From an optimization exercise on the open Yosys and OpenROAD flow, aimed at small area; shortcuts taken in it are not production practice. The RTL was checked by simulation tests, not by an equivalence proof against the original design. Power and IR drop assume default switching activity.

`flow/config.mk`:
```
export PLATFORM = sky130hd
export DESIGN_NAME = instr_decode
export DESIGN_NICKNAME = instr_decode
export VERILOG_FILES = /design/flow/design.v
export SDC_FILE = /design/flow/constraint.sdc
export NUM_CORES = 4
export LEC_CHECK = 0
export CAP_MARGIN = 20
export CORE_MARGIN = 2
export CORE_UTILIZATION = 40
export SLEW_MARGIN = 20
```
`flow/run.sh`:
```
#!/bin/bash
# synth_recipe.tcl (not shown) runs the flow's synth.tcl, then flattens the netlist and writes it again
# the make line also repeats each setting of config.mk as NAME=value (left out here)
make -C /OpenROAD-flow-scripts/flow DESIGN_CONFIG=/design/flow/config.mk WORK_HOME=/design/flow/orfs CLKGATE_MAP_FILE= SYNTH_SCRIPT=/design/flow/synth_recipe.tcl finish
```
`flow/design.v`:
```
module instr_decode (
    input  logic        clk,
    input  logic        reset,
    input  logic        if_valid,
    input  logic [31:0] if_instr,
    input  logic [31:0] if_pc,
    input  logic        stall,
    input  logic        flush,
    input  logic        wb_en,
    input  logic [4:0]  wb_addr,
    input  logic [31:0] wb_data,
    output logic        id_valid,
    output logic [31:0] id_pc,
    output logic [31:0] id_rs_data,
    output logic [31:0] id_rt_data,
    output logic [4:0]  id_rs,
    output logic [4:0]  id_rt,
    output logic [4:0]  id_dest,
    output logic [31:0] id_imm,
    output logic [4:0]  id_shamt,
    output logic [31:0] id_jtarget,
    output logic [3:0]  id_alu_op,
    output logic        id_alu_src,
    output logic        id_reg_write,
    output logic        id_mem_read,
    output logic        id_mem_write,
    output logic        id_mem_to_reg,
    output logic        id_beq,
    output logic        id_bne,
    output logic        id_jump,
    output logic        id_jump_reg,
    output logic        id_link,
    output logic        id_illegal
);
    localparam logic [3:0] ALU_ADD  = 4'd0;
    localparam logic [3:0] ALU_SUB  = 4'd1;
    localparam logic [3:0] ALU_AND  = 4'd2;
    localparam logic [3:0] ALU_OR   = 4'd3;
    localparam logic [3:0] ALU_XOR  = 4'd4;
    localparam logic [3:0] ALU_NOR  = 4'd5;
    localparam logic [3:0] ALU_SLT  = 4'd6;
    localparam logic [3:0] ALU_SLTU = 4'd7;
    localparam logic [3:0] ALU_SLL  = 4'd8;
    localparam logic [3:0] ALU_SRL  = 4'd9;
    localparam logic [3:0] ALU_SRA  = 4'd10;
    localparam logic [3:0] ALU_LUI  = 4'd11;
    logic [5:0]  f_opcode;
    logic [5:0]  f_funct;
    logic [4:0]  f_rs;
    logic [4:0]  f_rt;
    logic [4:0]  f_rd;
    assign f_opcode = if_instr[31:26];
    assign f_funct  = if_instr[5:0];
    assign f_rs     = if_instr[25:21];
    assign f_rt     = if_instr[20:16];
    assign f_rd     = if_instr[15:11];
    logic [31:0] regs [32];
    logic [31:0] rs_val;
    logic [31:0] rt_val;
    logic [3:0]  dec_alu_op;
    logic        dec_alu_src;
    logic        dec_reg_write;
    logic        dec_mem_read;
    logic        dec_mem_write;
    logic        dec_mem_to_reg;
    logic        dec_beq;
    logic        dec_bne;
    logic        dec_jump;
    logic        dec_jump_reg;
    logic        dec_link;
    logic        dec_illegal;
    logic        dec_zero_ext;
    logic        dec_lui;
    logic [4:0]  dec_dest;
    logic [31:0] dec_imm;
    logic [31:0] dec_jtarget;
    always_ff @(posedge clk) begin
        if (reset) begin
            for (int i = 0; i < 32; i++) begin
                regs[i] <= '0;
            end
        end else if (wb_en && (wb_addr != 5'd0)) begin
            regs[wb_addr] <= wb_data;
        end
    end
    always_comb begin
        rs_val = regs[f_rs];
        if (f_rs == 5'd0) begin
            rs_val = '0;
        end else if (wb_en && (wb_addr == f_rs)) begin
            rs_val = wb_data;
        end
        rt_val = regs[f_rt];
        if (f_rt == 5'd0) begin
            rt_val = '0;
        end else if (wb_en && (wb_addr == f_rt)) begin
            rt_val = wb_data;
        end
    end
    always_comb begin
        dec_alu_op     = ALU_ADD;
        dec_alu_src    = 1'b0;
        dec_reg_write  = 1'b0;
        dec_mem_read   = 1'b0;
        dec_mem_write  = 1'b0;
        dec_mem_to_reg = 1'b0;
        dec_beq        = 1'b0;
        dec_bne        = 1'b0;
        dec_jump       = 1'b0;
        dec_jump_reg   = 1'b0;
        dec_link       = 1'b0;
        dec_illegal    = 1'b0;
        dec_zero_ext   = 1'b0;
        dec_lui        = 1'b0;
        dec_dest       = f_rt;
        case (f_opcode)
            6'h00: begin
                dec_dest      = f_rd;
                dec_reg_write = 1'b1;
                case (f_funct)
                    6'h20, 6'h21: dec_alu_op = ALU_ADD;
                    6'h22, 6'h23: dec_alu_op = ALU_SUB;
                    6'h24:        dec_alu_op = ALU_AND;
                    6'h25:        dec_alu_op = ALU_OR;
                    6'h26:        dec_alu_op = ALU_XOR;
                    6'h27:        dec_alu_op = ALU_NOR;
                    6'h2A:        dec_alu_op = ALU_SLT;
                    6'h2B:        dec_alu_op = ALU_SLTU;
                    6'h00:        dec_alu_op = ALU_SLL;
                    6'h02:        dec_alu_op = ALU_SRL;
                    6'h03:        dec_alu_op = ALU_SRA;
                    6'h08: begin
                        dec_reg_write = 1'b0;
                        dec_jump_reg  = 1'b1;
                    end
                    default: begin
                        dec_reg_write = 1'b0;
                        dec_illegal   = 1'b1;
                    end
                endcase
            end
            6'h08, 6'h09: begin
                dec_alu_op    = ALU_ADD;
                dec_alu_src   = 1'b1;
                dec_reg_write = 1'b1;
            end
            6'h0A: begin
                dec_alu_op    = ALU_SLT;
                dec_alu_src   = 1'b1;
                dec_reg_write = 1'b1;
            end
            6'h0B: begin
                dec_alu_op    = ALU_SLTU;
                dec_alu_src   = 1'b1;
                dec_reg_write = 1'b1;
            end
            6'h0C: begin
                dec_alu_op    = ALU_AND;
                dec_alu_src   = 1'b1;
                dec_reg_write = 1'b1;
                dec_zero_ext  = 1'b1;
            end
            6'h0D: begin
                dec_alu_op    = ALU_OR;
                dec_alu_src   = 1'b1;
                dec_reg_write = 1'b1;
                dec_zero_ext  = 1'b1;
            end
            6'h0E: begin
                dec_alu_op    = ALU_XOR;
                dec_alu_src   = 1'b1;
                dec_reg_write = 1'b1;
                dec_zero_ext  = 1'b1;
            end
            6'h0F: begin
                dec_alu_op    = ALU_LUI;
                dec_alu_src   = 1'b1;
                dec_reg_write = 1'b1;
                dec_lui       = 1'b1;
            end
            6'h23: begin
                dec_alu_src    = 1'b1;
                dec_reg_write  = 1'b1;
                dec_mem_read   = 1'b1;
                dec_mem_to_reg = 1'b1;
            end
            6'h2B: begin
                dec_alu_src   = 1'b1;
                dec_mem_write = 1'b1;
            end
            6'h04: begin
                dec_alu_op = ALU_SUB;
                dec_beq    = 1'b1;
            end
            6'h05: begin
                dec_alu_op = ALU_SUB;
                dec_bne    = 1'b1;
            end
            6'h02: begin
                dec_jump = 1'b1;
            end
            6'h03: begin
                dec_jump      = 1'b1;
                dec_link      = 1'b1;
                dec_reg_write = 1'b1;
                dec_dest      = 5'd31;
            end
            default: begin
                dec_illegal = 1'b1;
            end
        endcase
    end
    always_comb begin
        if (dec_lui) begin
            dec_imm = {if_instr[15:0], 16'h0000};
        end else if (dec_zero_ext) begin
            dec_imm = {16'h0000, if_instr[15:0]};
        end else begin
            dec_imm = {{16{if_instr[15]}}, if_instr[15:0]};
        end
        dec_jtarget = ((if_pc + 32'd4) & 32'hF000_0000) |
                      {4'b0000, if_instr[25:0], 2'b00};
    end
    always_ff @(posedge clk) begin
        if (reset) begin
            id_valid      <= 1'b0;
            id_pc         <= '0;
            id_rs_data    <= '0;
            id_rt_data    <= '0;
            id_rs         <= '0;
            id_rt         <= '0;
            id_dest       <= '0;
            id_imm        <= '0;
            id_shamt      <= '0;
            id_jtarget    <= '0;
            id_alu_op     <= '0;
            id_alu_src    <= 1'b0;
            id_reg_write  <= 1'b0;
            id_mem_read   <= 1'b0;
            id_mem_write  <= 1'b0;
            id_mem_to_reg <= 1'b0;
            id_beq        <= 1'b0;
            id_bne        <= 1'b0;
            id_jump       <= 1'b0;
            id_jump_reg   <= 1'b0;
            id_link       <= 1'b0;
            id_illegal    <= 1'b0;
        end else if (flush) begin
            id_valid      <= 1'b0;
            id_alu_op     <= '0;
            id_alu_src    <= 1'b0;
            id_reg_write  <= 1'b0;
            id_mem_read   <= 1'b0;
            id_mem_write  <= 1'b0;
            id_mem_to_reg <= 1'b0;
            id_beq        <= 1'b0;
            id_bne        <= 1'b0;
            id_jump       <= 1'b0;
            id_jump_reg   <= 1'b0;
            id_link       <= 1'b0;
            id_illegal    <= 1'b0;
        end else if (stall) begin
            if (wb_en && (wb_addr != 5'd0) && (wb_addr == id_rs)) begin
                id_rs_data <= wb_data;
            end
            if (wb_en && (wb_addr != 5'd0) && (wb_addr == id_rt)) begin
                id_rt_data <= wb_data;
            end
        end else begin
            id_valid      <= if_valid;
            id_pc         <= if_pc;
            id_rs_data    <= rs_val;
            id_rt_data    <= rt_val;
            id_rs         <= f_rs;
            id_rt         <= f_rt;
            id_dest       <= dec_dest;
            id_imm        <= dec_imm;
            id_shamt      <= if_instr[10:6];
            id_jtarget    <= dec_jtarget;
            id_alu_op     <= if_valid ? dec_alu_op : 4'd0;
            id_alu_src    <= if_valid & dec_alu_src;
            id_reg_write  <= if_valid & dec_reg_write;
            id_mem_read   <= if_valid & dec_mem_read;
            id_mem_write  <= if_valid & dec_mem_write;
            id_mem_to_reg <= if_valid & dec_mem_to_reg;
            id_beq        <= if_valid & dec_beq;
            id_bne        <= if_valid & dec_bne;
            id_jump       <= if_valid & dec_jump;
            id_jump_reg   <= if_valid & dec_jump_reg;
            id_link       <= if_valid & dec_link;
            id_illegal    <= if_valid & dec_illegal;
        end
    end
endmodule
```
`flow/constraint.sdc`:
```
create_clock -name core_clock -period 5.0 [get_ports {clk}]
set_input_delay 1.0000 -clock core_clock [delete_from_list [all_inputs] [get_ports {clk}]]
set_output_delay 1.0000 -clock core_clock [all_outputs]
set_load 0.01 [all_outputs]
```
==> summary.txt <==
-- Yosys cell counts (3+ instances only) --
library cell  number  area, um^2
buf_2             71         355
a22oi_1           71         533
or4_1              3        22.5
mux2_2            32         360
nor4_1             5        31.3
and2_1          1022        6390
edfxtp_1        1024       30700
nand3b_1           7        52.6
o22ai_1           33         206
a211oi_1          35         263
or3_1              6        37.5
a31oi_1           48         300
nand2b_1           6        37.5
a221o_1           32         320
a2111oi_0         31         272
o21ai_0            9        45.0
a21oi_1          130         651
buf_6              9         101
dfxtp_1          178        3560
a32oi_1            3        26.3
mux2i_1           38         380
xor2_1            10        87.6
o221ai_1          36         315
xnor2_1           14         123
nor2b_1            4        25.0
nand3_1           43         215
or2_2             35         219
nand4_1           13        81.3
o311a_1           30         300
nor3_1             8        40.0
clkbuf_1         336        1260
mux4_2           542       12200
nand2_1          233         875
inv_1             13        48.8
buf_1             48         180
buf_4             23         173
nor2_1           221         830
-- layout by cell type (no fill, tap or decap), types with 30 or more instances in the layout --
| master | instances |
|---|---|
| a2111oi_0 | 31 |
| a211oi_1 | 34 |
| a21oi_1 | 129 |
| a221o_1 | 32 |
| a22oi_1 | 71 |
| a31oi_1 | 48 |
| and2_1 | 1021 |
| buf_12 | 36 |
| buf_4 | 133 |
| clkbuf_1 | 38 |
| clkbuf_16 | 141 |
| clkdlybuf4s50_1 | 291 |
| conb_1 | 34 |
| dfxtp_1 | 178 |
| edfxtp_1 | 1024 |
| mux2_2 | 32 |
| mux2i_1 | 38 |
| mux4_2 | 542 |
| nand2_1 | 233 |
| nand3_1 | 43 |
| nor2_1 | 188 |
| o221ai_1 | 36 |
| o22ai_1 | 33 |
| o311a_1 | 30 |
| or2_2 | 34 |
-- final cells by class --
| class | instances | area share, % |
|---|---|---|
| Clock inverter | 55 | 0.648 |
| Tap cell | 2044 | 3.56 |
| Multi-Input combinational cell | 2758 | 36.0 |
| Clock buffer | 191 | 5.32 |
| Timing Repair Buffer | 468 | 6.61 |
| Inverter | 14 | 0.0732 |
| Sequential cell | 1202 | 47.8 |
| Antenna cell | 5 | 0.0174 |
-- worst min-delay path by stage --
stage | slack [ns] | depth (start not counted) | start | end
floorplan | 0.48 | 2 | id_imm[10]$_SDFFE_PP0P_ | id_imm[10]$_SDFFE_PP0P_
global placement | 0.44 | 2 | id_imm[8]$_SDFFE_PP0P_ | id_imm[8]$_SDFFE_PP0P_
detailed placement | 0.44 | 2 | id_imm[7]$_SDFFE_PP0P_ | id_imm[7]$_SDFFE_PP0P_
CTS | 0.45 | 2 | id_imm[7]$_SDFFE_PP0P_ | id_imm[7]$_SDFFE_PP0P_
global route | 0.47 | 2 | id_pc[27]$_SDFFE_PP0P_ | id_pc[27]$_SDFFE_PP0P_
finish | 0.45 | 2 | id_imm[9]$_SDFFE_PP0P_ | id_imm[9]$_SDFFE_PP0P_
-- power by group through the flow --
stage          Combinational (mW)  Clock [mW]  Sequential [mW]
4_1_cts                      2.94        9.91             11.7
6_report                     2.94        9.82             11.8
5_1_grt                      3.07        10.3             11.8
2_1_floorplan                1.73           0             11.8
3_3_place_gp                 2.92           0             11.9
3_5_place_dp                 2.93           0             11.9
-- kinds of logic (layout without fill, tap and decap cells) --
logic type | Yosys count | count (layout) | synth area share [%]
XOR/XNOR | 24 | 24 | 0.340
multiplexers | 612 | 612 | 20.9
other | 1 | 39 | 0.00606
AND/OR/NAND/NOR | 1614 | 1614 | 14.4
AO/OA/AOI/OAI | 474 | 474 | 5.45
buffers and inverters | 501 | 728 | 3.43
flip-flops | 1202 | 1202 | 55.4
-- metal layers --
metal	vias to the layer above	wire [um]
met4	6	8780
met5	-	37
met1	21176	83000
met3	379	21300
li1	17096	-
met2	2364	97200
-- worst max-delay path: stages --
cell and delay [ns]:
clkdlybuf4s50_1 0.53, buf_4 0.25, or3_1 0.17, o31ai_1 0.09, or4_1 0.81, nor2_4 0.22
or2_2 0.88
==> load_flow_metrics.sql <==
INSERT INTO impl_metrics (metric_group, metric, value, unit) VALUES
('logic_synthesis', 'ys_async_sr_fraction', '0', '%'),
('power_and_ir_drop', 'static-leakage-power', '24.2', 'nW'),
('finish', 'multi_input_area', '25800', 'um^2'),
('clock_tree', 'postCtsResizedCells', '0', ''),
('drt', 'wl', '210000', 'um'),
('timing', 'final-setup-viol-count', '0', ''),
('timing', 'worst_hold_slack', '0.448', 'ns'),
('drt', 'drt.antenna.violating_nets', '0', ''),
('power_and_ir_drop', 'p_sw', '6.15', 'mW'),
('critical_path', 'kind_of_end_point_of_the_critical_path', 'register', ''),
('critical_path', 'reg2reg_from', 'id_rt[2]$_SDFFE_PP0P_', ''),
('timing', 'worstMarginPinSlew', '1.19', 'ns'),
('finish', 'fillers', '13429', ''),
('power_and_ir_drop', 'p_sw_share', '25.1', '%'),
('grt', 'grt_start_max_net_pins', '96', ''),
('grt', 'met1_capacity_usage_during_global_routing', '35.5', '%'),
('power_and_ir_drop', 'intPower', '18.4', 'mW'),
('clock_tree', 'cts.sink_count', '1202', ''),
('drt', 'vias', '41021', ''),
('clock_tree', 'clock_latency', '0.78', 'ns'),
('clock_tree', 'cts.root.buffer_cell', 'clkbuf_16', ''),
('logic_synthesis', 'seq_area_frac_synth', '55.4', '%'),
('finish', 'regArea', '34300', 'um^2'),
('finish', 'largest_register_ffs', '1024', ''),
('floorplan', 'die_ar', '158000', 'um^2'),
('finish', 'instances_no_fill', '6737', ''),
('grt', 'met2_layer_usage_reported_by_global_route', '41.0', '%'),
('timing', 'ratio_of_final_minimum_period_to_clock_period', '72.2', '%'),
('power_and_ir_drop', 'power.total', '24.5', 'mW'),
('finish', 'final_layout_size_suffix_gt1_share', '21.7', '%'),
('timing', 'timing.slew.headroom', '20.9', '%'),
('finish', 'regMostFlops', 'regs', ''),
('floorplan', 'boundaryPins', '303', ''),
('logic_synthesis', 'cell_count_after_synthesis', '4428', ''),
('critical_path', 'cp_data_required_time', '5.38', 'ns'),
('logic_synthesis', 'ff_latch_count_synth', '1202', ''),
('logic_synthesis', 'syn-mean-instance-area', '14.0', 'um^2'),
('drt', 'drt_drc_violations_left', '0', ''),
('logic_synthesis', 'synth-warning-count', '1', ''),
('placement', 'port-buffer-count', '300', ''),
('placement', 'place_hpwl', '132000', 'um'),
('logic_synthesis', 'synth_enable_flop_cells', '1024', ''),
('power_and_ir_drop', 'combinational_share_of_power', '12.0', '%'),
('critical_path', 'worstReg2RegEnd', 'id_rt_data[6]$_SDFFE_PP0P_', ''),
('timing', 'setup_slack', '1.39', 'ns'),
('critical_path', 'critical_path_peak_fanout', '32', ''),
('timing', 'rsz_0062_raised_after_global_routing', 'false', ''),
('grt', 'grt_antenna_before_repair', '7', ''),
('critical_path', 'worst_setup_sp_type', 'primary input', ''),
('finish', 'layout_net_count', '4687', ''),
('critical_path', 'reg2reg_depth', '6', ''),
('finish', 'finish.utilization', '46.6', '%'),
('clock_tree', 'clock_tree_from_tritoncts', 'done', ''),
('placement', 'routabilityCongestion', '0.871', ''),
('clock_tree', 'post_cts.repair.setup_buffers', '0', ''),
('drt', 'drt-initial-drc-count', '5013', ''),
('run_status', 'outcome', 'no timing/DRC/antenna violations', ''),
('finish', 'final_design_area_no_fill', '71800', 'um^2'),
('logic_synthesis', 'syn_area', '61900', 'um^2'),
('timing', 'max_clock_freq', '277', 'MHz'),
('placement', 'dpl_worst_slack', '0.638', 'ns'),
('clock_tree', 'h-tree-depth', '4', ''),
('grt', 'grt_remaining_overflow', '0', ''),
('grt', 'grt_first_pass_wirelength', '299000', 'um'),
('power_and_ir_drop', 'seq_power_share', '48.0', '%'),
('floorplan', 'std_cell_rows', '144', ''),
('drt', 'via_density_per_instance', '6.09', ''),
('logic_synthesis', 'synth.lib_cells_used.distinct', '56', ''),
('power_and_ir_drop', 'power.ir.vdd_worst', '0.000348', 'V'),
('critical_path', 'regToRegSetupSlack', '2.51', 'ns'),
('clock_tree', 'clk_pin_slew', '0.06', 'ns');

re-timing with driven ports:
How much do the figures lean on ideal ports? The routed layout below was timed once more, with nothing changed but the port constraints. Step 1 (the two cells are an assumption about what drives the block):
set clk [get_ports {clk}]
set_driving_cell -lib_cell sky130_fd_sc_hd__clkbuf_16 $clk
set_driving_cell -lib_cell sky130_fd_sc_hd__buf_2 [delete_from_list [all_inputs] $clk]
Step 2 also shifts input and output timing later by t, the mid clock arrival at the registers, as if the neighbouring blocks saw the same clock. a / b / c = ideal ports / drivers / drivers and shift; a / b = the first two.
t, ns: 0.845
slack for setup (ns): 1.389 / 1.439 / 0.594
worst setup path at the end: input to register
worst data-port slew with drivers (ns): 0.22
After both steps setup and hold are still met in this run. For this run, drivers alone change the setup slack by +0.050 ns; drivers and shift together by -0.795 ns.
